From an optimization exercise on the open Yosys and OpenROAD flow, aimed at small area and few clock cycles; shortcuts taken in it are not production practice.
The RTL was checked by simulation tests, not by an equivalence proof against the original design.
No activity file was given, so power comes from the tool's default toggle rates.

==> flow/design.v (excerpt) <==
module byte_stream_find_replace (
  input  logic        clk,
  input  logic        rst,
  input  logic        text_valid,
  output logic        text_ready,
  input  logic [7:0]  text_byte,
  input  logic        text_last,
  output logic        result_valid,
  input  logic        result_ready,
  output logic [7:0]  result_byte,
  output logic        result_byte_valid,
  output logic        result_string_end,
  output logic        result_run_end,
  input  logic        cfg_valid,
  output logic        cfg_ready,
  input  logic [2:0]  cfg_index,
  input  logic [63:0] cfg_data
);
  logic              replace_mode;
  logic [7:0][7:0]   pattern_bytes;
  logic [3:0]        pattern_len;
  logic [7:0][7:0]   word_bytes;
  logic [3:0]        word_len;
  logic [7:0][7:0]   hist;       
  logic [6:0]        occ;        
  logic [6:0]        d;          
  logic [7:0]        eq;
  logic [7:0]        pm;         
  ...
Size in the first run: roughly 930 cells after synthesis, about 230 flip-flops, about 95 I/O pins, about 10,000 µm² of cells after synthesis.
make LEC_CHECK=0 ABC_AREA=1 CAP_MARGIN=20 CORE_MARGIN=2 CORE_UTILIZATION=70 CTS_BUF_LIST='sky130_fd_sc_hd__clkbuf_8 sky130_fd_sc_hd__clkbuf_16' CTS_CLUSTER_DIAMETER=80 CTS_CLUSTER_SIZE=30 SLEW_MARGIN=20 finish   # period 6.0 ns
run.sh (not shown) runs the stock make flow with config.mk's settings and CLKGATE_MAP_FILE= SYNTH_SCRIPT=/design/flow/synth_recipe.tcl, a recipe that flattens the netlist after the stock synthesis.
The starting point produced a clean layout.
Testbench counts at the start, summed over its fixed seeds: cycles 43,086.
Change:
Settings changed: CORE_UTILIZATION 70 to 85, CTS_BUF_LIST sky130_fd_sc_hd__clkbuf_8 sky130_fd_sc_hd__clkbuf_16 to sky130_fd_sc_hd__clkbuf_16, CTS_CLUSTER_DIAMETER 80 to 120, CTS_CLUSTER_SIZE 30 to 50.
With this change the flow died in global placement on GPL-0301.
Synthesized cell count is unchanged.
Area after synthesis is unchanged.

---

Starting RTL as in the previous note.
==> flow/config.mk <==
export PLATFORM = sky130hd
export DESIGN_NAME = byte_stream_find_replace
export DESIGN_NICKNAME = byte_stream_find_replace
export VERILOG_FILES = /design/flow/design.v
export SDC_FILE = /design/flow/constraint.sdc
export NUM_CORES = 4
export LEC_CHECK = 0
export CAP_MARGIN = 20
export CORE_MARGIN = 2
export CORE_UTILIZATION = 75
export CTS_BUF_LIST = sky130_fd_sc_hd__clkbuf_8 sky130_fd_sc_hd__clkbuf_16
export CTS_CLUSTER_DIAMETER = 60
export CTS_CLUSTER_SIZE = 24
export SLEW_MARGIN = 20
==> flow/constraint.sdc <==
create_clock -name core_clock -period 6.0 [get_ports {clk}]
set_input_delay 1.2000 -clock core_clock [delete_from_list [all_inputs] [get_ports {clk}]]
set_output_delay 1.2000 -clock core_clock [all_outputs]
set_load 0.01 [all_outputs]
Testbench counts at the start, summed over its fixed seeds: cycles 43,086.
Next try:
==> flow/flow/run.sh (new file) <==
#!/bin/bash
# The standard layout, with each port buffered by the smallest buffer cell.
set -euo pipefail
export BUFFER_PORTS_ARGS="-buffer_cell sky130_fd_sc_hd__buf_1"
bash standard.sh finish > standard_flow.log 2>&1
==> flow/standard.sh (new file) <==
#!/bin/bash
# synth_recipe.tcl (not shown) runs the flow's synth.tcl, then flattens the netlist and writes it again
# the make line also repeats each setting of config.mk as NAME=value (left out here)
make -C /OpenROAD-flow-scripts/flow DESIGN_CONFIG=/design/flow/config.mk WORK_HOME=/design/flow/orfs CLKGATE_MAP_FILE= SYNTH_SCRIPT=/design/flow/synth_recipe.tcl "${@:-finish}"
removed: flow/run.sh
Result:
- The changed run finished with timing, DRC and antenna clean
- setup slack improved by 0.43 ns
- first-iteration DRC count drops by 27%
- non-clock buffer count goes up by 2
- final area went down by about 5%
- wire length goes down by about 14%
- fmax increases by 9.4%
- flip-flop and latch count stays the same
- hold slack hardly moves
- sequential power stays flat
- global-route usage falls by 6.3 points

---

Another version of the RTL of byte_stream_find_replace (not shown whole).
Size: roughly 690 cells after synthesis, about 240 flip-flops, ~95 I/O pins.
export LEC_CHECK = 0
export CAP_MARGIN = 20
export CORE_MARGIN = 2
export CORE_UTILIZATION = 70
export CTS_BUF_LIST = sky130_fd_sc_hd__clkbuf_4 sky130_fd_sc_hd__clkbuf_8
export SLEW_MARGIN = 20
create_clock -name core_clock -period 6.0 [get_ports {clk}]
Stock flow here: none of the scripts above is used.
Testbench counts at the start, summed over its fixed seeds: cycles 43,086.
==> next run, changes <==
CORE_UTILIZATION = 40   (was 70)
CTS_BUF_LIST = not set   (was sky130_fd_sc_hd__clkbuf_4 sky130_fd_sc_hd__clkbuf_8)
Result: The new run completed without violations; count of clock-buffer cells in the layout went down by 19; final area went up by 3.6%; routed wire length went up by 6.3%; global-route usage went down by 14 points; die area went up by about 70%; setup slack degrades by 0.027 ns; power went up by 8.0%; register-to-register slack degrades by 0.20 ns.

## what the ideal ports hide
The flow's constraints put no driver on any port. The routed layouts listed below were extracted and timed again, unchanged, in two steps.
Step 1 (the two cells are an assumption about what drives the block):
set clk [get_ports {clk}]
set_driving_cell -lib_cell sky130_fd_sc_hd__clkbuf_16 $clk
set_driving_cell -lib_cell sky130_fd_sc_hd__buf_2 [delete_from_list [all_inputs] $clk]
Step 2, shift: input delay + t, output delay - t, t = (earliest + latest rising clock arrival at the registers) / 2. This alone moves slack from input paths to output paths.
Three values: ideal, step 1, step 2; two values: the first two.
run	t, ns	slack for setup (ns)	slew at the worst register clock pin (ns)
the first run of note 1	0.520	1.243 / 1.196 / 1.716	0.12 / 0.12
the first run of note 2	0.522	1.012 / 0.974 / 1.145	0.10 / 0.10
the second run of note 2	0.520	1.440 / 1.394 / 1.686	0.09 / 0.09
the first run of note 3	0.559	1.577 / 1.541 / 1.457	0.07 / 0.07
the second run of note 3	0.570	1.550 / 1.521 / 1.481	0.07 / 0.07
After both steps every run listed still meets setup and hold. The setup slack of the first run of note 3, which loses most, moves by -0.036 ns with the drivers and by -0.120 ns with both steps.
